This is an optimization exercise on Yosys and OpenROAD, whose aim is small area, a short achievable clock period and few clock cycles per item, not a production implementation.
At most, simulation tests tie the RTL to the original design; equivalence was not proved.
Only the layout flow was run in runs 1 to 5; the RTL was not checked for function there.
The clock port is modelled as an ideal driver, which makes a skipped or thinned clock tree look cheaper than it is; a real chip needs a root buffer or a tree.
Power and IR drop assume default switching activity.

[flow/config.mk]
export PLATFORM = sky130hd
export DESIGN_NAME = wr_req_merge_top
export DESIGN_NICKNAME = wr_req_merge_top
export VERILOG_FILES = /design/flow/design.v
export SDC_FILE = /design/flow/constraint.sdc
export NUM_CORES = 4
export LEC_CHECK = 0
export CAP_MARGIN = 20
export CORE_MARGIN = 2
export CORE_UTILIZATION = 70
export SETUP_SLACK_MARGIN = 3.3
export SLEW_MARGIN = 20
[flow/constraint.sdc]
create_clock -name core_clock -period 5.5 [get_ports {clk}]
set_input_delay 1.1000 -clock core_clock [delete_from_list [all_inputs] [get_ports {clk}]]
set_output_delay 1.1000 -clock core_clock [all_outputs]
set_load 0.01 [all_outputs]
[flow/design.v]
`timescale 1ns/10ps
`default_nettype none
module wr_req_merge_top (
  input  wire                                        clk,
  input  wire                                        rst_n,
  input  wire [5-1:0]                    req_en,
  input  wire [5*32-1:0] req_data,
  output logic [5-1:0]                   req_avail_in,
  input  wire                                        avail_out,
  output logic                                       out_en,
  output logic [32-1:0]              out_data
);
  localparam int P = 5;
  localparam int DW = 32;
  localparam int BL = 4;
  logic [DW-1:0] slot [0:P*BL-1];
  logic [P*BL-1:0] v;         
  logic [P*BL-1:0] wp;        
  logic [P*BL-1:0] le;        
  logic [P*BL-1:0] rd;        
  logic [P-1:0] we;
  logic [P-1:0] full;        
  logic [P-1:0] almost;      
  logic av_r;
  logic active;               
  logic [P-1:0] cur;          
  logic [BL-1:0] widx;        
  logic [P*BL-1:0] sel;       
  logic [P-1:0] nxt;          
  logic nv;
  logic [P-1:0] rr;           
  logic [P-1:0] cand;
  logic [P-1:0] pick;
  logic any;
  logic send;
  logic last;
  logic load;
  assign cand = (full | (almost & req_en)) & ~(cur & {P{active}});
  assign any = |cand;
  always_comb begin
    logic found;
    pick = '0;
    found = 1'b0;
    for (int k = 0; k < P; k++) begin
      for (int i = 0; i < P; i++) begin
        if (rr[k] && !found && cand[(k + i) % P]) begin
          pick[(k + i) % P] = 1'b1;
          found = 1'b1;
        end
      end
    end
  end
  assign send = av_r && active;
  assign last = send && widx[BL-1];
  assign load = last || !active;
  for (genvar i = 0; i < P; i++) begin : gen_sel
    assign sel[BL*i +: BL] = widx & {BL{cur[i]}};
    assign rd[BL*i +: BL] = sel[BL*i +: BL] & {BL{send}};
  end
  always_ff @(posedge clk or negedge rst_n) begin
    if (!rst_n) begin
      av_r <= 1'b0;
      active <= 1'b0;
      cur <= '0;
      widx <= BL'(1);
      nxt <= '0;
      nv <= 1'b0;
      rr <= P'(1);
      out_en <= 1'b0;
    end else begin
      av_r <= avail_out;
      out_en <= send;
      if (load) begin
        cur <= nv ? nxt : pick;
        active <= nv || any;
        widx <= BL'(1);
      end else if (send) begin
        widx <= {widx[BL-2:0], widx[BL-1]};
      end
      if (!load && !nv) begin
        nxt <= pick;
        nv <= any;
      end else if (load) begin
        nv <= 1'b0;
      end
      if (!nv && any) begin
        rr <= {pick[P-2:0], pick[P-1]};
      end
    end
  end
  for (genvar i = 0; i < P; i++) begin : gen_client
    logic [BL-1:0] wpi;
    logic [BL-1:0] wpn;
    logic [BL-1:0] wpx;
    logic [BL-1:0] vn;
    logic [BL-1:0] len;
    assign wpi = wp[BL*i +: BL];
    assign wpn = {wpi[BL-2:0], wpi[BL-1]};
    assign we[i] = req_en[i];
    assign vn = (v[BL*i +: BL] & ~rd[BL*i +: BL]) | (wpi & {BL{we[i]}});
    assign wpx = we[i] ? wpn : wpi;
    assign len = wpx & ~vn;
    for (genvar j = 0; j < BL; j++) begin : gen_slot
      always_ff @(posedge clk) begin
        if (le[BL*i+j]) begin
          slot[BL*i+j] <= req_data[DW*i +: DW];
        end
      end
    end
    always_ff @(posedge clk or negedge rst_n) begin
      if (!rst_n) begin
        v[BL*i +: BL] <= '0;
        le[BL*i +: BL] <= '0;
        full[i] <= 1'b0;
        almost[i] <= 1'b0;
        wp[BL*i +: BL] <= BL'(1);
        req_avail_in[i] <= 1'b0;
      end else begin
        v[BL*i +: BL] <= vn;
        le[BL*i +: BL] <= len;
        full[i] <= &vn;
        almost[i] <= (&(vn | len)) && (|len);
        wp[BL*i +: BL] <= wpx;
        req_avail_in[i] <= |(wpx & ~vn);
      end
    end
  end
  always_ff @(posedge clk) begin
    logic [DW-1:0] d;
    d = '0;
    for (int k = 0; k < P*BL; k++) begin
      d = d | (slot[k] & {DW{sel[k]}});
    end
    out_data <= d;
  end
endmodule
`default_nettype wire
[flow/flow/run.sh]
#!/bin/bash
set -euo pipefail
here=$(cd "$(dirname "${BASH_SOURCE[0]}")" && pwd)
export CTS_ARGS="-sink_clustering_enable -repair_clock_nets -dont_use_dummy_load -sink_clustering_size 30 -sink_clustering_max_diameter 60 -buf_list sky130_fd_sc_hd__clkbuf_16"
export POST_CTS_TCL="$here/collapse_root.tcl"
export BUFFER_PORTS_ARGS="-buffer_cell sky130_fd_sc_hd__buf_2"
bash standard.sh > standard_flow.log 2>&1
[flow/flow/collapse_root.tcl]
set block [ord::get_db_block]
set clk_net [[$block findBTerm clk] getNet]
set loads {}
foreach it [$clk_net getITerms] {
  if {[[$it getMTerm] getIoType] eq "INPUT"} { lappend loads $it }
}
if {[llength $loads] == 1} {
  set root [[lindex $loads 0] getInst]
  set root_net ""
  foreach it [$root getITerms] {
    if {[[$it getMTerm] getIoType] eq "OUTPUT"} { set root_net [$it getNet] }
  }
  set outs {}
  foreach it [$root_net getITerms] {
    if {[[$it getMTerm] getIoType] eq "INPUT"} { lappend outs $it }
  }
  if {[string match *clkbuf* [[$root getMaster] getName]] && [llength $outs] <= 4} {
    puts "collapse_root: [$root getName] drove [llength $outs] cells; the clock port drives them now"
    foreach it $outs {
      $it disconnect
      $it connect $clk_net
    }
    odb::dbInst_destroy $root
    odb::dbNet_destroy $root_net
  } else {
    puts "collapse_root: root [$root getName] drives [llength $outs] cells; tree kept"
  }
}
[flow/standard.sh]
#!/bin/bash
# synth_recipe.tcl (not shown) runs the flow's synth.tcl, then flattens the netlist and writes it again
# the make line also repeats each setting of config.mk as NAME=value (left out here)
make -C /OpenROAD-flow-scripts/flow DESIGN_CONFIG=/design/flow/config.mk WORK_HOME=/design/flow/orfs CLKGATE_MAP_FILE= SYNTH_SCRIPT=/design/flow/synth_recipe.tcl "${@:-finish}"
==> reports/qor_table.md, run 1 <==
| Step | Metric | Value |
| --- | --- | --- |
| run status | Run status | no timing/DRC/antenna violations |
| detailed routing | Vias/cell | 7.31 |
| sta | Post-route setup TNS | 0 ps |
| global route | Grt total ovfl | 0 |
| detailed routing | Wire length after detailed routing | 77,400 um |
| worst hold path | Worst Hold Class | reg2reg |
| detailed routing | Average wire per standard cell | 34.7 um |
| synth | Most frequent cell after synthesis | sky130_fd_sc_hd__edfxtp_1 |
| floorplanning | Die height | 203 um |
| place | Port Buffers | 205 |
| floorplanning | Total Die Area | 41,100 um2 |
| sta | Final setup viols | 0 |
| worst setup path | Cell at the slowest stage of the critical path | sky130_fd_sc_hd__a222oi_1 |
| synth | EDFF count, synth | 640 |
| global route | Maximum number of pins on one net before global-route repair | 65 |
| floorplanning | Total I/O pin count | 206 |
| clocking | Clock insertion delay at the later pin of the skew report | 400 ps |
| layout | Area Overhead vs Synth | 10.5% |
| synth | Post-synthesis area per instance | 18.4 um2 |
| pwr | Power after layout | 9.28 mW |
| layout | Fraction of final layout cells with drive strength greater than 1 | 0.241 |
| synth | Netlist cell types | 57 |
| global route | Via count of the first global-routing pass | 16,200 |
| place | Placed Instance Area | 29,300 um2 |
| worst setup path | Maximum net fanout on the critical path | 6 |
| clocking | Post-CTS clock slew at the launch and capture registers of the worst setup and hold paths | 100 ps |
| detailed routing | Pre-antenna DRT Iters | 7 |
| sta | Final count of pins violating max slew | 0 |
| synth | Fraction of synthesis flops using an asynchronous set or reset pin | 0.127 |
| sta | Clock tree skew after final layout | 54.0 ps |
| pwr | IR Drop Worst-Case VDD | 0.212 mV |
| synth | Main synth FF type | sky130_fd_sc_hd__edfxtp_1 |
| layout | Final standard cell area without fillers | 30,600 um2 |
| clocking | Num Clock Sinks | 770 |
| synth | Top cell type by total area after synthesis | sky130_fd_sc_hd__edfxtp_1 |
| floorplanning | Effective utilization at floorplan | 0.712 |
| worst setup path | Worst path max stage delay | 300 ps |
| pwr | Power density normalized to cell area | 304 nW/um2 |
| global route | Initial antenna violation count | 17 |
| sta | RSZ-0062 raised after global routing | yes |
| synth | Share of the yosys chip area belonging to registers | 0.807 |
| floorplanning | Total core area | 38,800 um2 |
| place | HPWL Detailed | 40,400 um |
| synth | Netlist Area Pre-Place | 27,700 um2 |
| worst setup path | Buf/Inv on CP | 2 |
| detailed routing | Via Count | 16,300 |
| detailed routing | Number of remaining DRC errors | 0 |
| detailed routing | Number of DRC markers after the initial detailed-route iteration | 2,666 |
| floorplanning | Width of the die | 203 um |
| detailed routing | Antenna Violating Nets Remaining | 0 |
| worst setup path | CP startpoint kind | input port |
| sta | Clock period minus final worst setup slack | 2190 ps |
| worst setup path | Kind of capture point of the worst setup path | register |
| global route | Total global routing track utilization | 0.378 |
| synth | Cells after synthesis | 1,506 |
| layout | Share of the core filled with cells | 0.787 |
| synth | Count of synthesis-stage warnings from yosys | 2 |
| sta | Remaining max-slew budget at the tightest pin | 0.446 |
| place | RePlAce Congestion | 0.881 |
| job | Number of maximum-capacitance violations | 0 |
| sta | Hold violation count in the final report | 0 |
| sta | Slew at the pin closest to its max-slew limit | 831 ps |
| worst setup path | Worst setup path category | in2reg |
| sta | Period utilisation layout | 0.398 |
| layout | Final Net Count | 1,868 |
| worst setup path | CP Cell Sequence | buf_12, a21o_4, a222oi_1, buf_4, and2_4, a221oi_4, o31ai_2 |
| pwr | Leakage | 10.6 nW |
| worst setup path | Crit path max-delay family | compound AO/OA/AOI/OAI gates |
| synth | Biggest area contributors in the synthesized netlist | sky130_fd_sc_hd__edfxtp_1 69%, sky130_fd_sc_hd__dfrtp_1 8.2%, sky130_fd_sc_hd__a22o_1 4.5%, sky130_fd_sc_hd__a221oi_1 4.0%, sky130_fd_sc_hd__dfxtp_1 2.3% |
| synth | Share of Yosys cell area claimed by the top area cell type | 0.695 |
| synth | Register bit count reported by yosys | 770 |
| global route | First-pass GRT wire length | 109,000 um |
| worst setup path | Data required, critical path | 5760 ps |
| worst setup path | Crit path DAT | 2450 ps |
| floorplanning | Site Rows | 72 |
| synth | Most used standard cells in the synthesized netlist | 640 x sky130_fd_sc_hd__edfxtp_1, 141 x sky130_fd_sc_hd__a22o_1, 125 x sky130_fd_sc_hd__a221oi_1, 91 x sky130_fd_sc_hd__dfrtp_1, 75 x sky130_fd_sc_hd__a22oi_1 |
| synth | Synthesized netlist net count | 1,674 |
| sta | Maximum achievable frequency | 0.456 GHz |
==> power by group <==
part	switching (mW)	leakage [nW]	total, mW	internal, mW
Sequential	0.00246	7.29	6.31	6.31
Combinational	0.0964	2.83	0.148	0.0517
Clock	1.59	0.468	2.83	1.24
==> layer usage <==
metal  part of all wire  track usage  up-vias  wire length, um
met4              0.036        0.123       10             2800
met1               0.34        0.539     8096            26500
met2               0.47        0.588     1379            36500
met3               0.15       0.0957      220            11600
li1                   -            -     6612                -
met5            0.00072            0        -               56
==> cell families after synthesis <==
kind of cell,synth area share
simple gates,0.0413
flops,0.807
compound gates,0.123
mux,0.00882
buf+inv,0.0195
==> worst register-to-register path, cell delays in order (launching register included) <==
cell,delay [ps]
sky130_fd_sc_hd__dfrtp_1,550
sky130_fd_sc_hd__and2_2,210
sky130_fd_sc_hd__buf_6,420
sky130_fd_sc_hd__nand2_1,120
sky130_fd_sc_hd__a22oi_1,290
sky130_fd_sc_hd__inv_1,150
sky130_fd_sc_hd__o22ai_1,200
sky130_fd_sc_hd__nor3_1,80
==> placed cells by master (no fill, tap or decap), types with 3 or more instances in the layout <==
cell type	n
sky130_fd_sc_hd__edfxtp_1	640
sky130_fd_sc_hd__buf_2	197
sky130_fd_sc_hd__a22o_1	141
sky130_fd_sc_hd__a221oi_1	125
sky130_fd_sc_hd__a22oi_1	73
sky130_fd_sc_hd__dfrtp_1	65
sky130_fd_sc_hd__nand4_1	46
sky130_fd_sc_hd__buf_4	45
sky130_fd_sc_hd__clkbuf_16	38
sky130_fd_sc_hd__and3_1	34
sky130_fd_sc_hd__nand2_1	31
sky130_fd_sc_hd__dfrtp_2	26
sky130_fd_sc_hd__dfxtp_1	24
sky130_fd_sc_hd__diode_2	17
sky130_fd_sc_hd__and2_2	16
sky130_fd_sc_hd__inv_1	12
sky130_fd_sc_hd__mux2_4	11
sky130_fd_sc_hd__nor2b_1	11
sky130_fd_sc_hd__nor2_1	11
sky130_fd_sc_hd__buf_6	9
sky130_fd_sc_hd__mux2_2	8
sky130_fd_sc_hd__and2_1	8
sky130_fd_sc_hd__a21oi_1	8
sky130_fd_sc_hd__dfxtp_2	8
sky130_fd_sc_hd__o22ai_1	7
sky130_fd_sc_hd__dfstp_2	7
sky130_fd_sc_hd__a21o_1	6
sky130_fd_sc_hd__and2_4	5
sky130_fd_sc_hd__nor2b_4	5
sky130_fd_sc_hd__nor3_1	5
sky130_fd_sc_hd__and4_1	5
sky130_fd_sc_hd__o31ai_2	5
sky130_fd_sc_hd__nand2b_1	5
sky130_fd_sc_hd__o21ai_0	4
sky130_fd_sc_hd__o31ai_1	4
sky130_fd_sc_hd__mux2i_1	3
sky130_fd_sc_hd__a2111oi_2	3
sky130_fd_sc_hd__nand3b_1	3
sky130_fd_sc_hd__a21boi_0	3
==> path summary, 6_finish.rpt <==
check | start | endpoint | slack [ps] | cells after the start
setup / recovery | req_en[1] | rr[1] | 3310 | 7
hold / removal | slot[1][9] | out_data[9] | 460 | 2
setup reg to reg | cur[1] | almost[1] | 3370 | 7
hold reg to reg | slot[1][9] | out_data[9] | 460 | 2
max in group asynchronous | rst_n | wp[12] | 3700 | 2
min in group asynchronous | rst_n | wp[17] | 770 | 1
==> stage by stage <==
| step | setup slack (ps) | hold WS (ps) | instances |
|---|---|---|---|
| after detailed placement | 2700 | 458 | 2166 |
| after floorplan | 3040 | 440 | 1506 |
| after global placement | 2760 | 453 | 2166 |
| final | 3310 | 458 | 2233 |
| after global routing | 3220 | 475 | 2218 |
==> final cells by class <==
cell class              count  area, um2
clock buffers              38        951
diodes                     17       42.5
repair buffers            256       1500
inverters                  12       45.0
fillers                  2144       8270
flip-flops and latches    770      22400
well taps                 518        648
multi-input cells         622       5010
==> registers in the layout, indices dropped and copies added (netlist names), 20 cells and up <==
register / count
le: 20
out_data: 32
slot: 640
v: 20
wp: 20
==> run 2, diff against run 1 <==
--- a/flow/design.v
+++ b/flow/design.v
@@ -33,22 +33,29 @@
   logic [P-1:0] pick;
   logic any;
+  logic [P-1:0] cand_idle;
+  logic [P-1:0] pick_idle;
+  logic any_idle;
   logic send;
   logic last;
   logic load;
-  assign cand = (full | (almost & req_en)) & ~(cur & {P{active}});
+  assign cand = full & ~(cur & {P{active}});
   assign any = |cand;
-  always_comb begin
+  assign cand_idle = full | (almost & req_en);
+  assign any_idle = |cand_idle;
+  function automatic logic [P-1:0] rr_pick(input logic [P-1:0] c, input logic [P-1:0] r);
     logic found;
-    pick = '0;
+    rr_pick = '0;
     found = 1'b0;
     for (int k = 0; k < P; k++) begin
       for (int i = 0; i < P; i++) begin
-        if (rr[k] && !found && cand[(k + i) % P]) begin
-          pick[(k + i) % P] = 1'b1;
+        if (r[k] && !found && c[(k + i) % P]) begin
+          rr_pick[(k + i) % P] = 1'b1;
           found = 1'b1;
         end
       end
     end
-  end
+  endfunction
+  assign pick = rr_pick(cand, rr);
+  assign pick_idle = rr_pick(cand_idle, rr);
   assign send = av_r && active;
   assign last = send && widx[BL-1];
@@ -71,5 +78,9 @@
       av_r <= avail_out;
       out_en <= send;
-      if (load) begin
+      if (!active) begin
+        cur <= pick_idle;
+        active <= any_idle;
+        widx <= BL'(1);
+      end else if (last) begin
         cur <= nv ? nxt : pick;
         active <= nv || any;
@@ -84,5 +95,9 @@
         nv <= 1'b0;
       end
-      if (!nv && any) begin
+      if (!active) begin
+        if (any_idle) begin
+          rr <= {pick_idle[P-2:0], pick_idle[P-1]};
+        end
+      end else if (!nv && any) begin
         rr <= {pick[P-2:0], pick[P-1]};
       end
--- a/flow/config.mk
+++ b/flow/config.mk
@@ -9,4 +9,4 @@
 export CORE_MARGIN = 2
 export CORE_UTILIZATION = 70
-export SETUP_SLACK_MARGIN = 3.3
+export SETUP_SLACK_MARGIN = 3.5
 export SLEW_MARGIN = 20
==> reports/qor_table.md, run 2 <==
| Step | Metric | Value |
| --- | --- | --- |
| sta | Post-route setup TNS | 0 ps |
| worst setup path | Worst setup path category | in2reg |
| detailed routing | Vias/cell | 7.46 |
| detailed routing | Average wire per standard cell | 36.0 um |
| job | Number of maximum-capacitance violations | 0 |
| synth | Post-synthesis area per instance | 18.1 um2 |
| layout | Footprint of the flip-flops and latches | 22,400 um2 |
| floorplanning | Site Rows | 73 |
| detailed routing | Pre-antenna DRT Iters | 5 |
| synth | Netlist cell types | 63 |
| synth | EDFF count, synth | 640 |
| clocking | Num Clock Sinks | 770 |
| sta | Clock tree skew after final layout | 59.1 ps |
| worst setup path | Data required, critical path | 5780 ps |
| synth | Register bit count reported by yosys | 770 |
| worst setup path | Crit path DAT | 2440 ps |
| layout | Final Net Count | 1,965 |
| sta | RSZ-0062 raised after global routing | yes |
| detailed routing | Via Count | 17,400 |
| synth | Most frequent cell after synthesis | sky130_fd_sc_hd__edfxtp_1 |
| worst setup path | Cell at the slowest stage of the critical path | sky130_fd_sc_hd__or4_4 |
| worst setup path | Worst path max stage delay | 490 ps |
| global route | First-pass GRT wire length | 115,000 um |
| sta | Slew at the pin closest to its max-slew limit | 1180 ps |
| sta | Remaining max-slew budget at the tightest pin | 0.216 |
| global route | Grt total ovfl | 0 |
| synth | Top cell type by total area after synthesis | sky130_fd_sc_hd__edfxtp_1 |
| floorplanning | Effective utilization at floorplan | 0.707 |
| pwr | IR Drop Worst-Case VDD | 0.290 mV |
| worst setup path | Crit path max-delay family | simple AND/OR/NAND/NOR gates |
| floorplanning | Total I/O pin count | 206 |
| sta | Final count of pins violating max slew | 0 |
| sta | Final setup viols | 0 |
| layout | Fraction of final layout cells with drive strength greater than 1 | 0.290 |
| clocking | Clock insertion delay at the later pin of the skew report | 410 ps |
| layout | Most frequent cells in the layout | 640 x sky130_fd_sc_hd__edfxtp_1, 183 x sky130_fd_sc_hd__buf_2, 128 x sky130_fd_sc_hd__a22o_1 |
| worst setup path | Kind of capture point of the worst setup path | register |
| global route | Total global routing track utilization | 0.400 |
| sta | Maximum achievable frequency | 0.463 GHz |
| detailed routing | Number of remaining DRC errors | 0 |
| layout | Most common cell after layout, fill and taps aside | sky130_fd_sc_hd__edfxtp_1 |
| synth | Count of synthesis-stage warnings from yosys | 2 |
| synth | Fraction of synthesis flops using an asynchronous set or reset pin | 0.127 |
| layout | Top flop regs | slot: 640 flops, out_data: 32 flops |
| global route | Maximum number of pins on one net before global-route repair | 52 |
| layout | Share of the core filled with cells | 0.804 |
| worst setup path | CP Cell Sequence | buf_12, buf_4, mux2_4, nor2b_1, or4_4, nor4b_4 |
| synth | Cells after synthesis | 1,549 |
| detailed routing | Wire length after detailed routing | 84,200 um |
| place | Port Buffers | 205 |
| pwr | Leakage | 11.1 nW |
| place | HPWL Detailed | 43,300 um |
| global route | Initial antenna violation count | 21 |
| floorplanning | Total core area | 39,600 um2 |
| synth | Most used standard cells in the synthesized netlist | 640 x sky130_fd_sc_hd__edfxtp_1, 129 x sky130_fd_sc_hd__a22o_1, 128 x sky130_fd_sc_hd__a221oi_1, 91 x sky130_fd_sc_hd__dfrtp_1, 66 x sky130_fd_sc_hd__a22oi_1 |
| layout | Most flop-heavy register | slot |
| detailed routing | Number of DRC markers after the initial detailed-route iteration | 2,860 |
| worst setup path | CP startpoint kind | input port |
| worst setup path | Buf/Inv on CP | 2 |
| synth | Share of the yosys chip area belonging to registers | 0.796 |
| detailed routing | Antenna Violating Nets Remaining | 0 |
| sta | Period utilisation layout | 0.393 |
| place | RePlAce Congestion | 0.919 |
| floorplanning | Die height | 204 um |
| sta | Clock period minus final worst setup slack | 2160 ps |
| synth | Synthesized netlist net count | 1,717 |
| global route | Via count of the first global-routing pass | 16,800 |
| synth | Netlist Area Pre-Place | 28,000 um2 |
| layout | Total area of multi-input combinational cells | 5590 um2 |
| floorplanning | Width of the die | 204 um |
| run status | Run status | no timing/DRC/antenna violations |
| sta | Hold violation count in the final report | 0 |
| layout | Number of flip-flops in the largest register | 640 |
| layout | Area Overhead vs Synth | 13.7% |
| clocking | Post-CTS clock slew at the launch and capture registers of the worst setup and hold paths | 110 ps |
| synth | Main synth FF type | sky130_fd_sc_hd__edfxtp_1 |
| synth | Biggest area contributors in the synthesized netlist | sky130_fd_sc_hd__edfxtp_1 69%, sky130_fd_sc_hd__dfrtp_1 8.1%, sky130_fd_sc_hd__a22o_1 4.0%, sky130_fd_sc_hd__a221oi_1 4.0%, sky130_fd_sc_hd__dfxtp_1 2.3% |
| floorplanning | Total Die Area | 41,700 um2 |
| worst setup path | Maximum net fanout on the critical path | 7 |
| worst hold path | Worst Hold Class | reg2reg |
| layout | Layout filler cell count | 2,120 |
| pwr | Power density normalized to cell area | 294 nW/um2 |
| synth | Share of Yosys cell area claimed by the top area cell type | 0.685 |
## run 2: changes by cell type in the layout (fill, tap and decap cells not counted), sizes merged, moves of 11 or more
cell   delta
buf      +39
nor2     +27
a21oi    +13
o21ai    +13
nand2    +12
nand4    -11
## run 2: worst min-delay path, delay by kind of cell (launching register included)
kind,cells,cell delay (ps)
simple gates,1,60
flops,1,320
compound gates,1,60
## run 2: metrics by stage
stage	instances	area, um2	worst slack (ps)	power [mW]	hold slack, ps
2_1_floorplan	1549	28200	3070	6.46	444
3_3_place_gp	2225	29700	2820	6.58	455
3_5_place_dp	2225	29700	2820	6.59	457
5_1_grt	2328	31900	3240	9.55	472
6_report	2337	31900	3340	9.37	440
## run 2: path summary, 6_finish.rpt
path / from / endpoint / slack (ps) / cells past startpoint
worst max register to register: rr[1] / rr[0] / 3360 / 6
worst max-delay path: req_en[2] / almost[2] / 3340 / 6
min in group asynchronous: rst_n / v[7] / 730 / 1
max in group asynchronous: rst_n / le[3] / 3830 / 2
worst min register to register: slot[4][30] / out_data[30] / 440 / 2
worst min-delay path: slot[4][30] / out_data[30] / 440 / 2
## run 2: kinds of logic (layout without fill, tap and decap cells)
kind of cell    after synthesis  count (layout)  share of synthesized area
compound gates              423             423                      0.127
buf+inv                     105             348                     0.0183
flops                       770             770                      0.796
other cells                   0              17                          0
simple gates                226             229                     0.0490
mux                          25              25                    0.00977
## run 2: layer usage
metal	part of all wire	vias to the layer above	GRT usage	routed length (um)
met1	0.34	8689	0.535	28400
met4	0.037	16	0.151	3100
met5	0.0011	-	0	89
met2	0.47	1608	0.623	40000
met3	0.15	237	0.132	12600
li1	-	6878	-	-
## run 2: layout make-up
| type | count | area share |
|---|---|---|
| Inverter | 10 | 0.00118 |
| Timing Repair Buffer | 299 | 0.0689 |
| Sequential cell | 770 | 0.702 |
| Antenna cell | 17 | 0.00133 |
| Multi-Input combinational cell | 677 | 0.175 |
| Clock buffer | 39 | 0.0306 |
| Tap cell | 525 | 0.0206 |
## run 2: power breakdown
| part | switching [mW] | internal (mW) |
|---|---|---|
| Clock | 1.62 | 1.27 |
| Combinational | 0.108 | 0.0609 |
| Sequential | 0.00123 | 6.31 |
==> run 3, diff against run 2 <==
--- a/flow/design.v
+++ b/flow/design.v
@@ -116,4 +116,5 @@
     assign wpx = we[i] ? wpn : wpi;
     assign len = wpx & ~vn;
+    assign le[BL*i +: BL] = wpi & ~v[BL*i +: BL];
     for (genvar j = 0; j < BL; j++) begin : gen_slot
       always_ff @(posedge clk) begin
@@ -126,5 +127,4 @@
       if (!rst_n) begin
         v[BL*i +: BL] <= '0;
-        le[BL*i +: BL] <= '0;
         full[i] <= 1'b0;
         almost[i] <= 1'b0;
@@ -133,5 +133,4 @@
       end else begin
         v[BL*i +: BL] <= vn;
-        le[BL*i +: BL] <= len;
         full[i] <= &vn;
         almost[i] <= (&(vn | len)) && (|len);
==> reports/qor_table.md, run 3 <==
| Step | Metric | Value |
| --- | --- | --- |
| layout | Fraction of final layout cells with drive strength greater than 1 | 0.273 |
| worst setup path | Cell count of the worst reg-to-reg path | 6 |
| worst hold path | Worst Hold Class | reg2reg |
| sta | Clock tree skew after final layout | 56.1 ps |
| global route | Maximum number of pins on one net before global-route repair | 79 |
| synth | Top cell type by total area after synthesis | sky130_fd_sc_hd__edfxtp_1 |
| worst setup path | Buf/Inv on CP | 1 |
| floorplanning | Effective utilization at floorplan | 0.708 |
| detailed routing | Vias/cell | 7.43 |
| sta | Period utilisation layout | 0.408 |
| synth | Netlist cell types | 55 |
| run status | Run status | no timing/DRC/antenna violations |
| layout | Number of flip-flops in the largest register | 640 |
| detailed routing | Antenna Violating Nets Remaining | 0 |
| sta | Hold violation count in the final report | 0 |
| global route | Initial antenna violation count | 19 |
| layout | Share of the core filled with cells | 0.815 |
| synth | Multiplexer share of the synthesized area | 0.00567 |
| worst setup path | Crit path DAT | 2550 ps |
| synth | Area fraction in and, or, nand and nor cells after synthesis | 0.0475 |
| worst hold path | Instance count along the most critical hold path | 2 |
| place | RePlAce Congestion | 0.897 |
| layout | Most common cell after layout, fill and taps aside | sky130_fd_sc_hd__edfxtp_1 |
| detailed routing | Number of remaining DRC errors | 0 |
| synth | Share of the yosys chip area belonging to registers | 0.798 |
| synth | Share of Yosys cell area claimed by the top area cell type | 0.702 |
| clocking | Post-CTS clock slew at the launch and capture registers of the worst setup and hold paths | 80 ps |
| floorplanning | Total I/O pin count | 206 |
| floorplanning | Die height | 202 um |
| clocking | Clock insertion delay at the later pin of the skew report | 410 ps |
| layout | Final Net Count | 1,991 |
| sta | RSZ-0062 raised after global routing | yes |
| layout | Top flop regs | slot: 640 flops, out_data: 32 flops |
| floorplanning | Width of the die | 202 um |
| layout | Cell Count, Final, Fillers Out | 2,354 |
| worst setup path | Data required, critical path | 5810 ps |
| worst setup path | Cell at the slowest stage of the critical path | sky130_fd_sc_hd__a211oi_2 |
| pwr | Power after layout | 12.2 mW |
| layout | Layout filler cell count | 1,954 |
| global route | Via count of the first global-routing pass | 16,700 |
| synth | Cells after synthesis | 1,577 |
| detailed routing | Via Count | 17,500 |
| synth | Post-synthesis adder-cell area fraction | 0 |
| worst setup path | Worst R2R Start | active |
| job | Number of maximum-capacitance violations | 0 |
| pwr | Power density normalized to cell area | 387 nW/um2 |
| pwr | IR Drop Worst-Case VDD | 0.293 mV |
| floorplanning | Site Rows | 72 |
| detailed routing | Pre-antenna DRT Iters | 8 |
| clocking | Num Clock Sinks | 750 |
| place | Port Buffers | 205 |
| synth | Dominant combinational cell family by area after synthesis | compound AO/OA/AOI/OAI gates |
| worst setup path | Worst setup path category | in2reg |
| worst hold path | Worst Hold End | out_data[9] |
| worst setup path | CP startpoint kind | input port |
| layout | Area Overhead vs Synth | 15.2% |
| layout | Most frequent cells in the layout | 640 x sky130_fd_sc_hd__edfxtp_1, 187 x sky130_fd_sc_hd__buf_2, 128 x sky130_fd_sc_hd__a22o_1 |
| detailed routing | Wire length after detailed routing | 81,500 um |
| synth | Post-synthesis area per instance | 17.3 um2 |
| detailed routing | Average wire per standard cell | 34.6 um |
| sta | Remaining max-slew budget at the tightest pin | 0.453 |
| synth | Count of synthesis-stage warnings from yosys | 2 |
| synth | Synthesized netlist net count | 1,745 |
| synth | Biggest area contributors in the synthesized netlist | sky130_fd_sc_hd__edfxtp_1 70%, sky130_fd_sc_hd__dfrtp_1 6.5%, sky130_fd_sc_hd__a221oi_1 4.3%, sky130_fd_sc_hd__a22o_1 4.1%, sky130_fd_sc_hd__dfxtp_1 2.3% |
| layout | Most flop-heavy register | slot |
| global route | Grt total ovfl | 0 |
| place | HPWL Detailed | 42,500 um |
| worst setup path | Worst path max stage delay | 350 ps |
| worst setup path | Crit path max-delay family | compound AO/OA/AOI/OAI gates |
| place | Placed Cells incl. Taps | 2,239 |
| detailed routing | Number of DRC markers after the initial detailed-route iteration | 2,754 |
| global route | First-pass GRT wire length | 113,000 um |
| global route | Total global routing track utilization | 0.391 |
| sta | Maximum achievable frequency | 0.446 GHz |
| synth | Synthesized-area fraction occupied by ao, oa, aoi and oai cells | 0.132 |
| sta | Final count of pins violating max slew | 0 |
| synth | Synthesized-area fraction occupied by xor and xnor cells | 0 |
| worst hold path | Startpoint of the lowest-slack hold path | slot[6][9] |
| pwr | Leakage | 10.5 nW |
| floorplanning | Total Die Area | 40,700 um2 |
| sta | Final setup viols | 0 |
| worst setup path | CP Cell Sequence | buf_12, a21oi_4, nand3_2, o22ai_2, nand3_1, a211oi_2, a221o_1 |
| worst setup path | Maximum net fanout on the critical path | 7 |
| synth | Fraction of synthesis flops using an asynchronous set or reset pin | 0.104 |
| synth | Most used standard cells in the synthesized netlist | 640 x sky130_fd_sc_hd__edfxtp_1, 133 x sky130_fd_sc_hd__a221oi_1, 128 x sky130_fd_sc_hd__a22o_1, 85 x sky130_fd_sc_hd__clkbuf_1, 75 x sky130_fd_sc_hd__a22oi_1 |
| worst setup path | Reg-to-reg critical path endpoint | cur[1] |
| sta | Slew at the pin closest to its max-slew limit | 820 ps |
| synth | EDFF count, synth | 640 |
| worst setup path | Flop-to-flop setup slack | 3340 ps |
| floorplanning | Total core area | 38,600 um2 |
| worst setup path | Kind of capture point of the worst setup path | register |
| synth | Register bit count reported by yosys | 750 |
| sta | Post-route setup TNS | 0 ps |
| sta | Clock period minus final worst setup slack | 2240 ps |
| synth | Most frequent cell after synthesis | sky130_fd_sc_hd__edfxtp_1 |
| synth | Main synth FF type | sky130_fd_sc_hd__edfxtp_1 |
| synth | Netlist Area Pre-Place | 27,400 um2 |
-- run 3: layout make-up --
type	instances	area [um2]	share of cell area
diodes	15	37.5	0.00119
clock buffers	39	976	0.0310
inverters	22	82.6	0.00262
multi-input cells	708	5730	0.182
flip-flops and latches	750	21800	0.693
well taps	518	648	0.0206
repair buffers	302	2190	0.0695
-- run 3: per-stage QoR --
step                hold slack (ps)  instance area (um2)  setup WS (ps)
finish                          473                31500           3260
global route                    510                31500           3220
detailed placement              463                29200           2920
global placement                454                29200           2930
floorplan                       444                27600           3280
-- run 3: worst max-delay path by stage --
stage          slack (ps)  cells past startpoint  startpoint  endpoint
6_report             3260                      7   req_en[3]    cur[1]
5_1_grt              3220                      7   req_en[3]    cur[1]
3_5_place_dp         2920                      7   req_en[1]     rr[0]
3_3_place_gp         2930                      7   req_en[2]     rr[0]
2_1_floorplan        3280                      6   req_en[0]     rr[0]
-- run 3: kinds of logic (layout without fill, tap and decap cells) --
logic type,count (synthesis),in the layout
mux,14,14
buf+inv,121,363
simple gates,245,247
flops,750,750
compound gates,447,447
other cells,0,15
-- run 3: per-layer routing --
| layer | up-vias | GRT usage | part of all wire |
|---|---|---|---|
| met4 | 12 | 0.146 | 0.039 |
| li1 | 6964 | - | - |
| met5 | - | 0 | 0.0011 |
| met3 | 253 | 0.0952 | 0.14 |
| met2 | 1571 | 0.619 | 0.48 |
| met1 | 8689 | 0.538 | 0.34 |
-- run 3: power by group --
part | leakage, nW | switching, mW | internal [mW] | total (mW)
sequential | 6.92 | 0.385 | 6.68 | 7.06
clock | 0.481 | 1.58 | 1.27 | 2.85
combinational | 3.12 | 1.33 | 0.960 | 2.29
total | 10.5 | 3.30 | 8.91 | 12.2
-- run 3: worst min-delay path, stage by stage, from the launching register on --
cell                       delay (ps)
sky130_fd_sc_hd__edfxtp_1         320
sky130_fd_sc_hd__a22oi_1           60
sky130_fd_sc_hd__nand4_1           60
==> run 4, diff against run 3 <==
--- a/flow/design.v
+++ b/flow/design.v
@@ -15,11 +15,9 @@
   localparam int BL = 4;
   logic [DW-1:0] slot [0:P*BL-1];
-  logic [P*BL-1:0] v;         
+  logic [P*(BL+1)-1:0] cnt;   
   logic [P*BL-1:0] wp;        
   logic [P*BL-1:0] le;        
-  logic [P*BL-1:0] rd;        
   logic [P-1:0] we;
-  logic [P-1:0] full;        
-  logic [P-1:0] almost;      
+  logic [P-1:0] full;
   logic av_r;
   logic active;               
@@ -33,4 +31,5 @@
   logic [P-1:0] pick;
   logic any;
+  logic [P-1:0] almost;       
   logic [P-1:0] cand_idle;
   logic [P-1:0] pick_idle;
@@ -63,5 +62,4 @@
   for (genvar i = 0; i < P; i++) begin : gen_sel
     assign sel[BL*i +: BL] = widx & {BL{cur[i]}};
-    assign rd[BL*i +: BL] = sel[BL*i +: BL] & {BL{send}};
   end
   always_ff @(posedge clk or negedge rst_n) begin
@@ -95,9 +93,5 @@
         nv <= 1'b0;
       end
-      if (!active) begin
-        if (any_idle) begin
-          rr <= {pick_idle[P-2:0], pick_idle[P-1]};
-        end
-      end else if (!nv && any) begin
+      if (active && !nv && any) begin
         rr <= {pick[P-2:0], pick[P-1]};
       end
@@ -106,15 +100,16 @@
   for (genvar i = 0; i < P; i++) begin : gen_client
     logic [BL-1:0] wpi;
-    logic [BL-1:0] wpn;
     logic [BL-1:0] wpx;
-    logic [BL-1:0] vn;
-    logic [BL-1:0] len;
+    logic [BL:0] ci;
+    logic rdi;
+    logic fulln;
     assign wpi = wp[BL*i +: BL];
-    assign wpn = {wpi[BL-2:0], wpi[BL-1]};
+    assign ci = cnt[(BL+1)*i +: BL+1];
     assign we[i] = req_en[i];
-    assign vn = (v[BL*i +: BL] & ~rd[BL*i +: BL]) | (wpi & {BL{we[i]}});
-    assign wpx = we[i] ? wpn : wpi;
-    assign len = wpx & ~vn;
-    assign le[BL*i +: BL] = wpi & ~v[BL*i +: BL];
+    assign rdi = send && cur[i];
+    assign wpx = we[i] ? {wpi[BL-2:0], wpi[BL-1]} : wpi;
+    assign fulln = !rdi && (we[i] ? ci[BL-1] : ci[BL]);
+    assign full[i] = ci[BL];
+    assign almost[i] = ci[BL-1];
     for (genvar j = 0; j < BL; j++) begin : gen_slot
       always_ff @(posedge clk) begin
@@ -126,15 +121,17 @@
     always_ff @(posedge clk or negedge rst_n) begin
       if (!rst_n) begin
-        v[BL*i +: BL] <= '0;
-        full[i] <= 1'b0;
-        almost[i] <= 1'b0;
+        cnt[(BL+1)*i +: BL+1] <= (BL+1)'(1);
+        le[BL*i +: BL] <= '0;
         wp[BL*i +: BL] <= BL'(1);
         req_avail_in[i] <= 1'b0;
       end else begin
-        v[BL*i +: BL] <= vn;
-        full[i] <= &vn;
-        almost[i] <= (&(vn | len)) && (|len);
+        if (we[i] && !rdi) begin
+          cnt[(BL+1)*i +: BL+1] <= {ci[BL-1:0], 1'b0};
+        end else if (rdi && !we[i]) begin
+          cnt[(BL+1)*i +: BL+1] <= {1'b0, ci[BL:1]};
+        end
+        le[BL*i +: BL] <= wpx & {BL{!fulln}};
         wp[BL*i +: BL] <= wpx;
-        req_avail_in[i] <= |(wpx & ~vn);
+        req_avail_in[i] <= !fulln;
       end
     end
==> reports/qor_table.md, run 4 <==
| Step | Metric | Value |
| --- | --- | --- |
| synth | Synthesized netlist net count | 1,773 |
| detailed routing | Via Count | 16,800 |
| synth | Main synth FF type | sky130_fd_sc_hd__edfxtp_1 |
| layout | Top flop regs | slot: 640 flops, out_data: 32 flops, cnt: 25 flops |
| worst setup path | Crit path DAT | 2510 ps |
| global route | First-pass GRT wire length | 111,000 um |
| pwr | Power density normalized to cell area | 300 nW/um2 |
| synth | Area fraction in and, or, nand and nor cells after synthesis | 0.0457 |
| synth | Netlist Area Pre-Place | 27,900 um2 |
| synth | Most frequent cell after synthesis | sky130_fd_sc_hd__edfxtp_1 |
| layout | Footprint of the flip-flops and latches | 22,300 um2 |
| worst setup path | Kind of capture point of the worst setup path | register |
| pwr | IR Drop Worst-Case VDD | 0.256 mV |
| worst setup path | CP startpoint kind | input port |
| sta | Hold violation count in the final report | 0 |
| worst hold path | Worst Hold Class | reg2reg |
| synth | Share of Yosys cell area claimed by the top area cell type | 0.688 |
| layout | Total area of multi-input combinational cells | 5340 um2 |
| sta | Clock period minus final worst setup slack | 2210 ps |
| synth | EDFF count, synth | 640 |
| place | Placed Cells incl. Taps | 2,260 |
| worst setup path | End of the critical path | cur[1] |
| clocking | Clock insertion delay at the later pin of the skew report | 400 ps |
| worst setup path | Cell count of the worst reg-to-reg path | 6 |
| sta | Maximum achievable frequency | 0.452 GHz |
| worst setup path | CP Cell Sequence | buf_4, a21o_4, nor2b_4, nand2_2, or4_1, a31oi_1, o221a_1 |
| synth | Dominant combinational cell family by area after synthesis | compound AO/OA/AOI/OAI gates |
| global route | Met2 track demand over resource | 0.605 |
| job | Number of maximum-capacitance violations | 0 |
| floorplanning | Width of the die | 204 um |
| layout | Number of flip-flops in the largest register | 640 |
| global route | Total global routing track utilization | 0.384 |
| detailed routing | Average wire per standard cell | 33.7 um |
| floorplanning | Die height | 204 um |
| worst setup path | Cell at the slowest stage of the critical path | sky130_fd_sc_hd__or4_1 |
| sta | Final setup viols | 0 |
| synth | Multiplexer share of the synthesized area | 0.0175 |
| layout | Most common cell after layout, fill and taps aside | sky130_fd_sc_hd__edfxtp_1 |
| detailed routing | Pre-antenna DRT Iters | 5 |
| clocking | Num Clock Sinks | 765 |
| sta | Period utilisation layout | 0.402 |
| global route | Maximum number of pins on one net before global-route repair | 50 |
| place | RePlAce Congestion | 0.890 |
| synth | Register bit count reported by yosys | 765 |
| detailed routing | Antenna Violating Nets Remaining | 0 |
| detailed routing | Wire length after detailed routing | 78,500 um |
| layout | Final Net Count | 1,960 |
| synth | Fraction of synthesis flops using an asynchronous set or reset pin | 0.122 |
| synth | Post-synthesis adder-cell area fraction | 0.00224 |
| layout | Most frequent cells in the layout | 640 x sky130_fd_sc_hd__edfxtp_1, 181 x sky130_fd_sc_hd__buf_2, 158 x sky130_fd_sc_hd__a22oi_1 |
| worst setup path | Worst setup path category | in2reg |
| synth | Top cell type by total area after synthesis | sky130_fd_sc_hd__edfxtp_1 |
| synth | Synthesized-area fraction occupied by xor and xnor cells | 0 |
| floorplanning | Total core area | 39,500 um2 |
| place | Port Buffers | 205 |
| floorplanning | Total Die Area | 41,500 um2 |
| global route | Grt total ovfl | 0 |
| layout | Area Overhead vs Synth | 10.6% |
| sta | RSZ-0062 raised after global routing | yes |
| sta | Remaining max-slew budget at the tightest pin | 0.440 |
| synth | Most used standard cells in the synthesized netlist | 640 x sky130_fd_sc_hd__edfxtp_1, 158 x sky130_fd_sc_hd__a22oi_1, 83 x sky130_fd_sc_hd__a22o_1, 81 x sky130_fd_sc_hd__a221oi_1, 81 x sky130_fd_sc_hd__dfrtp_1 |
| global route | Via count of the first global-routing pass | 16,800 |
| synth | Post-synthesis area per instance | 17.5 um2 |
| global route | Initial antenna violation count | 18 |
| floorplanning | Total I/O pin count | 206 |
| worst setup path | Worst path max stage delay | 410 ps |
| worst setup path | Launch point of the worst path | req_en[2] |
| layout | Most flop-heavy register | slot |
| detailed routing | Number of DRC markers after the initial detailed-route iteration | 2,399 |
| layout | Layout filler cell count | 2,177 |
| global route | Met1 Usage GRT | 0.522 |
| sta | Slew at the pin closest to its max-slew limit | 840 ps |
| worst setup path | Worst R2R Start | active |
| pwr | Leakage | 10.5 nW |
| synth | Share of the yosys chip area belonging to registers | 0.795 |
| sta | Post-route setup TNS | 0 ps |
| sta | Final count of pins violating max slew | 0 |
| global route | Fraction of met3 tracks used by global routing | 0.107 |
| global route | Busiest metal layer after global routing | met2 |
| detailed routing | Vias/cell | 7.23 |
| worst setup path | Data required, critical path | 5800 ps |
| synth | Count of synthesis-stage warnings from yosys | 2 |
| clocking | Post-CTS clock slew at the launch and capture registers of the worst setup and hold paths | 90 ps |
| layout | Fraction of final layout cells with drive strength greater than 1 | 0.244 |
| sta | Clock tree skew after final layout | 48.0 ps |
| place | HPWL Detailed | 41,100 um |
| worst setup path | Flop-to-flop setup slack | 3490 ps |
| synth | Netlist cell types | 70 |
| worst setup path | Maximum net fanout on the critical path | 7 |
| layout | Cell Count, Final, Fillers Out | 2,326 |
| floorplanning | Site Rows | 73 |
| synth | Biggest area contributors in the synthesized netlist | sky130_fd_sc_hd__edfxtp_1 69%, sky130_fd_sc_hd__dfrtp_1 7.3%, sky130_fd_sc_hd__a22oi_1 4.2%, sky130_fd_sc_hd__a22o_1 2.6%, sky130_fd_sc_hd__a221oi_1 2.5% |
| run status | Run status | no timing/DRC/antenna violations |
| floorplanning | Effective utilization at floorplan | 0.706 |
| worst setup path | Reg-to-reg critical path endpoint | cur[1] |
| synth | Synthesized-area fraction occupied by ao, oa, aoi and oai cells | 0.120 |
| synth | Cells after synthesis | 1,600 |
| detailed routing | Number of remaining DRC errors | 0 |
-- run 4: power by group --
part           internal, mW  switching (mW)  total [mW]
clock network          1.24            1.59        2.83
registers              6.27        0.000753        6.27
logic                0.0546          0.0998       0.154
-- run 4: per-stage QoR --
| step | instance area (um2) | setup slack, ps | hold WS [ps] | util | total power [mW] |
|---|---|---|---|---|---|
| final | 30900 | 3290 | 464 | 0.781 | 9.26 |
| after global routing | 30900 | 3210 | 477 | 0.780 | 9.45 |
| after detailed placement | 29400 | 2770 | 462 | 0.745 | 6.55 |
| after global placement | 29400 | 2830 | 455 | 0.745 | 6.54 |
| after floorplan | 27900 | 3050 | 444 | - | 6.43 |
-- run 4: worst min-delay path by stage --
stage	start	endpoint	slack, ps	cells after the start
after floorplan	slot[10][0]	out_data[0]	440	2
after global placement	slot[10][31]	out_data[31]	460	2
after detailed placement	slot[4][22]	out_data[22]	460	2
after global routing	slot[11][8]	out_data[8]	480	2
final	slot[11][8]	out_data[8]	460	2
-- run 4: routing by layer --
| metal | part of all wire | vias up |
|---|---|---|
| li1 | - | 6820 |
| met1 | 0.34 | 8309 |
| met2 | 0.48 | 1467 |
| met3 | 0.15 | 211 |
| met4 | 0.035 | 16 |
| met5 | 0.0014 | - |
-- run 4: kinds of logic after synthesis --
| group | count (synthesis) |
|---|---|
| AO/OA/AOI/OAI | 430 |
| flip-flops | 765 |
| adder cells (fa/ha/maj) | 5 |
| multiplexers | 46 |
| AND/OR/NAND/NOR | 237 |
| buffers and inverters | 117 |
-- run 4: critical path, delay by kind of cell --
| family | cells | cell delay, ps |
|---|---|---|
| AND/OR/NAND/NOR | 3 | 630 |
| AO/OA/AOI/OAI | 3 | 640 |
| buffers and inverters | 1 | 150 |
-- run 4: cell type report --
class | count | share of cell area
tap | 525 | 0.0213
multi-input combinational | 718 | 0.173
antenna | 16 | 0.00130
sequential | 765 | 0.721
timing repair buffer | 254 | 0.0519
inverter | 10 | 0.00122
clock buffer | 38 | 0.0308
==> run 5, diff against run 4 <==
--- a/flow/design.v
+++ b/flow/design.v
@@ -31,30 +31,22 @@
   logic [P-1:0] pick;
   logic any;
-  logic [P-1:0] almost;       
-  logic [P-1:0] cand_idle;
-  logic [P-1:0] pick_idle;
-  logic any_idle;
   logic send;
   logic last;
   logic load;
-  assign cand = full & ~(cur & {P{active}});
+  assign cand = full & ~(cur & {P{active}}) & ~(nxt & {P{nv}});
   assign any = |cand;
-  assign cand_idle = full | (almost & req_en);
-  assign any_idle = |cand_idle;
-  function automatic logic [P-1:0] rr_pick(input logic [P-1:0] c, input logic [P-1:0] r);
+  always_comb begin
     logic found;
-    rr_pick = '0;
+    pick = '0;
     found = 1'b0;
     for (int k = 0; k < P; k++) begin
       for (int i = 0; i < P; i++) begin
-        if (r[k] && !found && c[(k + i) % P]) begin
-          rr_pick[(k + i) % P] = 1'b1;
+        if (rr[k] && !found && cand[(k + i) % P]) begin
+          pick[(k + i) % P] = 1'b1;
           found = 1'b1;
         end
       end
     end
-  endfunction
-  assign pick = rr_pick(cand, rr);
-  assign pick_idle = rr_pick(cand_idle, rr);
+  end
   assign send = av_r && active;
   assign last = send && widx[BL-1];
@@ -76,9 +68,5 @@
       av_r <= avail_out;
       out_en <= send;
-      if (!active) begin
-        cur <= pick_idle;
-        active <= any_idle;
-        widx <= BL'(1);
-      end else if (last) begin
+      if (load) begin
         cur <= nv ? nxt : pick;
         active <= nv || any;
@@ -93,5 +81,5 @@
         nv <= 1'b0;
       end
-      if (active && !nv && any) begin
+      if (!nv && any) begin
         rr <= {pick[P-2:0], pick[P-1]};
       end
@@ -111,5 +99,5 @@
     assign fulln = !rdi && (we[i] ? ci[BL-1] : ci[BL]);
     assign full[i] = ci[BL];
-    assign almost[i] = ci[BL-1];
+    assign le[BL*i +: BL] = wpi & {BL{!ci[BL]}};
     for (genvar j = 0; j < BL; j++) begin : gen_slot
       always_ff @(posedge clk) begin
@@ -122,5 +110,4 @@
       if (!rst_n) begin
         cnt[(BL+1)*i +: BL+1] <= (BL+1)'(1);
-        le[BL*i +: BL] <= '0;
         wp[BL*i +: BL] <= BL'(1);
         req_avail_in[i] <= 1'b0;
@@ -131,5 +118,4 @@
           cnt[(BL+1)*i +: BL+1] <= {1'b0, ci[BL:1]};
         end
-        le[BL*i +: BL] <= wpx & {BL{!fulln}};
         wp[BL*i +: BL] <= wpx;
         req_avail_in[i] <= !fulln;
==> reports/qor_table.md, run 5 <==
| Step | Metric | Value |
| --- | --- | --- |
| worst setup path | Maximum net fanout on the critical path | 1 |
| synth | Post-synthesis area per instance | 18.2 um2 |
| synth | EDFF count, synth | 640 |
| synth | Multiplexer share of the synthesized area | 0.0160 |
| global route | Maximum number of pins on one net before global-route repair | 74 |
| worst setup path | Crit path max-delay family | flip-flops |
| layout | Most frequent cells in the layout | 640 x sky130_fd_sc_hd__edfxtp_1, 182 x sky130_fd_sc_hd__buf_2, 108 x sky130_fd_sc_hd__a22oi_1 |
| sta | Remaining max-slew budget at the tightest pin | 0.396 |
| sta | Clock period minus final worst setup slack | 2000 ps |
| worst setup path | Data required, critical path | 4400 ps |
| layout | Most flop-heavy register | slot |
| sta | Slew at the pin closest to its max-slew limit | 906 ps |
| synth | Share of Yosys cell area claimed by the top area cell type | 0.711 |
| clocking | Post-CTS clock slew at the launch and capture registers of the worst setup and hold paths | 110 ps |
| global route | Initial antenna violation count | 6 |
| synth | Post-synthesis adder-cell area fraction | 0.00232 |
| worst setup path | Crit path DAT | 900 ps |
| floorplanning | Total I/O pin count | 206 |
| detailed routing | Pre-antenna DRT Iters | 5 |
| place | Port Buffers | 205 |
| layout | Layout filler cell count | 2,099 |
| layout | Most common cell after layout, fill and taps aside | sky130_fd_sc_hd__edfxtp_1 |
| layout | Fraction of final layout cells with drive strength greater than 1 | 0.239 |
| synth | Synthesized-area fraction occupied by xor and xnor cells | 0 |
| floorplanning | Total Die Area | 40,200 um2 |
| synth | Register bit count reported by yosys | 745 |
| sta | Final setup viols | 0 |
| sta | Hold violation count in the final report | 0 |
| worst setup path | Worst path max stage delay | 390 ps |
| sta | Final count of pins violating max slew | 0 |
| floorplanning | Total core area | 37,800 um2 |
| synth | Biggest area contributors in the synthesized netlist | sky130_fd_sc_hd__edfxtp_1 71%, sky130_fd_sc_hd__dfrtp_1 5.6%, sky130_fd_sc_hd__a22o_1 3.4%, sky130_fd_sc_hd__a221oi_1 3.4%, sky130_fd_sc_hd__a22oi_1 3.0% |
| run status | Run status | no timing/DRC/antenna violations |
| worst hold path | Worst Hold Class | reg2reg |
| detailed routing | Vias/cell | 7.26 |
| detailed routing | Average wire per standard cell | 33.8 um |
| global route | First-pass GRT wire length | 106,000 um |
| synth | Fraction of synthesis flops using an asynchronous set or reset pin | 0.0980 |
| worst setup path | Cell at the slowest stage of the critical path | sky130_fd_sc_hd__dfxtp_2 |
| layout | Number of flip-flops in the largest register | 640 |
| pwr | IR Drop Worst-Case VDD | 0.266 mV |
| layout | Final Net Count | 1,839 |
| worst hold path | Startpoint of the lowest-slack hold path | slot[1][0] |
| place | HPWL Detailed | 38,600 um |
| worst setup path | CP Cell Sequence | buf_6 |
| synth | Count of synthesis-stage warnings from yosys | 2 |
| floorplanning | Site Rows | 71 |
| worst setup path | CP startpoint kind | register |
| global route | Via count of the first global-routing pass | 15,800 |
| sta | RSZ-0062 raised after global routing | yes |
| worst setup path | Worst R2R Start | widx[2] |
| worst setup path | Buf/Inv on CP | 1 |
| sta | Hold_ws | 478 ps |
| synth | Cells after synthesis | 1,487 |
| pwr | Power density normalized to cell area | 304 nW/um2 |
| pwr | Leakage | 9.97 nW |
| worst setup path | Launch point of the worst path | out_data[5] |
| floorplanning | Effective utilization at floorplan | 0.714 |
| synth | Netlist Area Pre-Place | 27,000 um2 |
| global route | Total global routing track utilization | 0.369 |
| floorplanning | Width of the die | 200 um |
| sta | Post-route setup TNS | 0 ps |
| sta | Maximum achievable frequency | 0.501 GHz |
| synth | Top cell type by total area after synthesis | sky130_fd_sc_hd__edfxtp_1 |
| worst setup path | Kind of capture point of the worst setup path | primary output |
| synth | Synthesized netlist net count | 1,660 |
| floorplanning | Die height | 200 um |
| synth | Area fraction in and, or, nand and nor cells after synthesis | 0.0433 |
| synth | Most frequent cell after synthesis | sky130_fd_sc_hd__edfxtp_1 |
| detailed routing | Number of remaining DRC errors | 0 |
| synth | Main synth FF type | sky130_fd_sc_hd__edfxtp_1 |
| sta | Period utilisation layout | 0.363 |
| synth | Most used standard cells in the synthesized netlist | 640 x sky130_fd_sc_hd__edfxtp_1, 108 x sky130_fd_sc_hd__a22oi_1, 106 x sky130_fd_sc_hd__a22o_1, 104 x sky130_fd_sc_hd__a221oi_1, 63 x sky130_fd_sc_hd__nand2_1 |
| sta | Clock tree skew after final layout | 52.8 ps |
| job | Number of maximum-capacitance violations | 0 |
| clocking | Num Clock Sinks | 745 |
| synth | Share of the yosys chip area belonging to registers | 0.803 |
| synth | Netlist cell types | 50 |
| detailed routing | Via Count | 15,900 |
| layout | Area Overhead vs Synth | 10.2% |
| synth | Synthesized-area fraction occupied by ao, oa, aoi and oai cells | 0.115 |
| clocking | Clock insertion delay at the later pin of the skew report | 400 ps |
| detailed routing | Number of DRC markers after the initial detailed-route iteration | 2,505 |
| global route | Grt total ovfl | 0 |
| detailed routing | Wire length after detailed routing | 73,800 um |
| synth | Dominant combinational cell family by area after synthesis | compound AO/OA/AOI/OAI gates |
| layout | Top flop regs | slot: 640 flops, out_data: 32 flops, cnt: 25 flops |
| place | RePlAce Congestion | 0.858 |
| detailed routing | Antenna Violating Nets Remaining | 0 |
| worst setup path | Worst setup path category | reg2out |
==> run 5: power breakdown <==
| group | total (mW) | switching (mW) | internal [mW] |
|---|---|---|---|
| Combinational | 0.154 | 0.102 | 0.0519 |
| Clock | 2.77 | 1.56 | 1.21 |
| Sequential | 6.12 | 0.000972 | 6.12 |
==> run 5: path summary, 6_finish.rpt <==
path	endpoint	slack, ps	cells past startpoint
min in group asynchronous	cnt[21]	910	2
worst max register to register	out_data[9]	3540	6
worst max-delay path	out_data[5]	3500	1
max in group asynchronous	cnt[19]	3910	2
worst min register to register	out_data[0]	480	2
worst min-delay path	out_data[0]	480	2
==> run 5: layout make-up <==
class / instances / area (um2) / area share
clock buffers: 37 / 926 / 0.0311
inverters: 6 / 22.5 / 0.000756
diodes: 11 / 27.5 / 0.000924
multi-input cells: 640 / 4980 / 0.167
flip-flops and latches: 745 / 21700 / 0.730
well taps: 511 / 639 / 0.0215
repair buffers: 236 / 1440 / 0.0482
==> run 5: through the flow <==
stage / worst slack (ps) / cell area, um2 / utilization / cells / power, mW
floorplan: 3170 / 27000 / - / 1487 / 6.27
global placement: 3360 / 28500 / 0.754 / 2137 / 6.40
finish: 3500 / 29800 / 0.787 / 2186 / 9.04
detailed placement: 3330 / 28500 / 0.754 / 2137 / 6.40
global route: 3490 / 29700 / 0.786 / 2175 / 9.23
==> run 5: per-layer routing <==
metal  routed length (um)  vias up  track usage
met5                   23        -            0
met4                 2170        4        0.106
met3                 9460      179       0.0683
met2                35800     1259        0.599
met1                26400     8021        0.526
li1                     -     6417            -
==> run 5: cell families after synthesis <==
kind of cell | after synthesis
flip-flops | 745
AO/OA/AOI/OAI | 385
AND/OR/NAND/NOR | 210
buffers and inverters | 102
multiplexers | 40
adder cells (fa/ha/maj) | 5
==> run 6, diff against run 5 <==
--- a/flow/design.v
+++ b/flow/design.v
@@ -99,5 +99,4 @@
     assign fulln = !rdi && (we[i] ? ci[BL-1] : ci[BL]);
     assign full[i] = ci[BL];
-    assign le[BL*i +: BL] = wpi & {BL{!ci[BL]}};
     for (genvar j = 0; j < BL; j++) begin : gen_slot
       always_ff @(posedge clk) begin
@@ -110,4 +109,5 @@
       if (!rst_n) begin
         cnt[(BL+1)*i +: BL+1] <= (BL+1)'(1);
+        le[BL*i +: BL] <= '0;
         wp[BL*i +: BL] <= BL'(1);
         req_avail_in[i] <= 1'b0;
@@ -118,4 +118,5 @@
           cnt[(BL+1)*i +: BL+1] <= {1'b0, ci[BL:1]};
         end
+        le[BL*i +: BL] <= wpx & {BL{!fulln}};
         wp[BL*i +: BL] <= wpx;
         req_avail_in[i] <= !fulln;
==> reports/qor_table.md, run 6 <==
| Step | Metric | Value |
| --- | --- | --- |
| place | HPWL Detailed | 39,300 um |
| synth | Share of the yosys chip area belonging to registers | 0.807 |
| layout | Final Net Count | 1,897 |
| worst setup path | Buf/Inv on CP | 1 |
| sta | Slew at the pin closest to its max-slew limit | 778 ps |
| sta | RSZ-0062 raised after global routing | yes |
| synth | Share of Yosys cell area claimed by the top area cell type | 0.699 |
| global route | Initial antenna violation count | 12 |
| detailed routing | Antenna Violating Nets Remaining | 0 |
| floorplanning | Width of the die | 202 um |
| synth | Biggest area contributors in the synthesized netlist | sky130_fd_sc_hd__edfxtp_1 70%, sky130_fd_sc_hd__dfrtp_1 7.4%, sky130_fd_sc_hd__a22oi_1 3.6%, sky130_fd_sc_hd__a221oi_1 3.0%, sky130_fd_sc_hd__a22o_1 3.0% |
| synth | Most used standard cells in the synthesized netlist | 640 x sky130_fd_sc_hd__edfxtp_1, 131 x sky130_fd_sc_hd__a22oi_1, 95 x sky130_fd_sc_hd__a221oi_1, 95 x sky130_fd_sc_hd__a22o_1, 81 x sky130_fd_sc_hd__dfrtp_1 |
| global route | Via count of the first global-routing pass | 15,900 |
| worst hold path | Worst Hold Class | reg2reg |
| place | Port Buffers | 205 |
| layout | Fraction of final layout cells with drive strength greater than 1 | 0.235 |
| synth | Count of synthesis-stage warnings from yosys | 2 |
| floorplanning | Site Rows | 72 |
| global route | First-pass GRT wire length | 106,000 um |
| detailed routing | Via Count | 16,000 |
| worst setup path | Data required, critical path | 4400 ps |
| worst setup path | Crit path max-delay family | flip-flops |
| synth | Netlist Area Pre-Place | 27,500 um2 |
| worst setup path | CP startpoint kind | register |
| run status | Run status | no timing/DRC/antenna violations |
| synth | EDFF count, synth | 640 |
| detailed routing | Pre-antenna DRT Iters | 5 |
| layout | Most flop-heavy register | slot |
| layout | Most common cell after layout, fill and taps aside | sky130_fd_sc_hd__edfxtp_1 |
| worst setup path | Crit path DAT | 900 ps |
| detailed routing | Number of DRC markers after the initial detailed-route iteration | 2,418 |
| detailed routing | Number of remaining DRC errors | 0 |
| global route | Total global routing track utilization | 0.367 |
| synth | Main synth FF type | sky130_fd_sc_hd__edfxtp_1 |
| place | Post-Place Worst Slack | 3170 ps |
| clocking | Num Clock Sinks | 765 |
| synth | Top cell type by total area after synthesis | sky130_fd_sc_hd__edfxtp_1 |
| floorplanning | Die height | 202 um |
| pwr | Leakage | 10.3 nW |
| synth | Most frequent cell after synthesis | sky130_fd_sc_hd__edfxtp_1 |
| sta | Maximum achievable frequency | 0.499 GHz |
| clocking | Post-CTS clock slew at the launch and capture registers of the worst setup and hold paths | 100 ps |
| synth | Synthesized netlist net count | 1,708 |
| place | RePlAce Congestion | 0.929 |
| synth | Netlist cell types | 51 |
| layout | Number of flip-flops in the largest register | 640 |
| floorplanning | Effective utilization at floorplan | 0.710 |
| layout | Most frequent cells in the layout | 640 x sky130_fd_sc_hd__edfxtp_1, 186 x sky130_fd_sc_hd__buf_2, 130 x sky130_fd_sc_hd__a22oi_1 |
| worst setup path | Kind of capture point of the worst setup path | primary output |
| synth | Fraction of synthesis flops using an asynchronous set or reset pin | 0.122 |
| worst setup path | CP Cell Sequence | buf_2 |
| pwr | IR Drop Worst-Case VDD | 0.230 mV |
| layout | Top flop regs | slot: 640 flops, out_data: 32 flops, cnt: 25 flops |
| worst setup path | Maximum net fanout on the critical path | 1 |
| sta | Post-route setup TNS | 0 ps |
| sta | Final count of pins violating max slew | 0 |
| worst setup path | Worst setup path category | reg2out |
| synth | Post-synthesis area per instance | 17.9 um2 |
| sta | Post-route setup slack | 3500 ps |
| floorplanning | Total Die Area | 40,900 um2 |
| layout | Area Overhead vs Synth | 10.5% |
| sta | Hold violation count in the final report | 0 |
| detailed routing | Wire length after detailed routing | 74,400 um |
| sta | Remaining max-slew budget at the tightest pin | 0.482 |
| detailed routing | Vias/cell | 7.10 |
| floorplanning | Total I/O pin count | 206 |
| clocking | Clock insertion delay at the later pin of the skew report | 410 ps |
| worst setup path | Worst path max stage delay | 370 ps |
| synth | Cells after synthesis | 1,535 |
| sta | Clock tree skew after final layout | 71.2 ps |
| pwr | Power density normalized to cell area | 306 nW/um2 |
| floorplanning | Total core area | 38,700 um2 |
| global route | Maximum number of pins on one net before global-route repair | 58 |
| sta | Period utilisation layout | 0.364 |
| sta | Clock period minus final worst setup slack | 2000 ps |
| synth | Register bit count reported by yosys | 765 |
| sta | Final setup viols | 0 |
| detailed routing | Average wire per standard cell | 33.1 um |
| worst setup path | Cell at the slowest stage of the critical path | sky130_fd_sc_hd__dfrtp_1 |
| global route | Grt total ovfl | 0 |
| job | Number of maximum-capacitance violations | 0 |
[run 6: area by class of cell]
| cell class | count | area [um2] |
|---|---|---|
| Clock buffer | 39 | 976 |
| Tap cell | 518 | 648 |
| Timing Repair Buffer | 245 | 1470 |
| Multi-Input combinational cell | 662 | 4970 |
| Fill cell | 2170 | 8340 |
| Inverter | 11 | 41.3 |
| Antenna cell | 12 | 30.0 |
| Sequential cell | 765 | 22300 |
[run 6: final timing paths]
kind / start / endpoint / slack, ps / cells past startpoint
worst max-delay path: req_avail_in[4] / req_avail_in[4] / 3500 / 1
max in group asynchronous: rst_n / le[7] / 3760 / 2
worst min-delay path: slot[13][17] / out_data[17] / 460 / 2
worst min register to register: slot[13][17] / out_data[17] / 460 / 2
worst max register to register: widx[0] / out_data[12] / 3540 / 6
min in group asynchronous: rst_n / wp[13] / 740 / 1
[run 6: tightest hold or removal path, cell delays in order, from the launching register on]
cell and delay, ps:
sky130_fd_sc_hd__edfxtp_1 320, sky130_fd_sc_hd__a22oi_1 60, sky130_fd_sc_hd__nand4_1 70
[run 6: report_power, final]
group          switching, mW  internal [mW]
Clock                   1.61           1.27
Combinational         0.0962         0.0522
Sequential          0.000753           6.27
[run 6: cell families after synthesis]
kind of cell,synth area share
muxes,0.0155
DFF,0.807
AOI/OAI and AO/OA,0.118
buffers and inverters,0.0161
and+or+nand+nor,0.0415
adders and majority gates,0.00227
[run 6: layer usage]
layer / part of all wire / track usage / routed length (um) / vias to the layer above
met5: 0.0012 / 0 / 87 / -
met4: 0.024 / 0.0957 / 1800 / 12
met3: 0.14 / 0.0926 / 10300 / 152
met2: 0.48 / 0.581 / 35700 / 1223
met1: 0.36 / 0.522 / 26500 / 8023
li1: - / - / - / 6587
[run 6: through the flow]
step | instances | hold WS (ps) | total power, mW | utilization | cell area [um2]
3_3_place_gp | 2192 | 454 | 6.54 | 0.750 | 29100
3_5_place_dp | 2192 | 464 | 6.55 | 0.750 | 29100
2_1_floorplan | 1535 | 444 | 6.42 | - | 27500
6_report | 2252 | 465 | 9.30 | 0.785 | 30400
5_1_grt | 2243 | 482 | 9.48 | 0.784 | 30400
Testbench counts of run 6, summed over its fixed seeds: cycles 11,916, items 9,752.

what the ideal ports hide:
The flow's constraints put no driver on any port. The routed layouts listed below were extracted and timed again, unchanged, in two steps. Step 1 assumes that a clkbuf_16 drives the clock port and a buf_2 every other input. Step 2 times the ports against the registers' clock, not the clock port: input delays grow and output delays shrink by t, the midpoint of the rising clock arrivals with the driver on. Three values: ideal ports, drivers, drivers and shift; two values: the first two.
| run | t (ns) | setup slack, ns | hold WS [ns] | slew at the worst register clock pin (ns) | worst data-port slew with drivers (ns) |
|---|---|---|---|---|---|
| run 1 | 0.497 | 3.308 / 3.367 / 2.884 | 0.458 / 0.458 / 0.458 | 0.11 / 0.11 | 0.12 |
| run 2 | 0.502 | 3.340 / 3.298 / 2.913 | 0.440 / 0.440 / 0.440 | 0.11 / 0.11 | 0.11 |
| run 3 | 0.503 | 3.258 / 3.336 / 2.833 | 0.473 / 0.473 / 0.473 | 0.11 / 0.11 | 0.12 |
| run 4 | 0.502 | 3.288 / 3.360 / 2.866 | 0.464 / 0.464 / 0.464 | 0.11 / 0.11 | 0.12 |
| run 5 | 0.480 | 3.504 / 3.395 / 3.472 | 0.478 / 0.478 / 0.478 | 0.11 / 0.11 | 0.11 |
| run 6 | 0.490 | 3.496 / 3.379 / 3.184 | 0.465 / 0.465 / 0.465 | 0.11 / 0.11 | 0.10 |
After both steps every run listed still meets setup and hold. For run 2, which loses most, drivers alone change the setup slack by -0.042 ns; drivers and shift together by -0.427 ns.
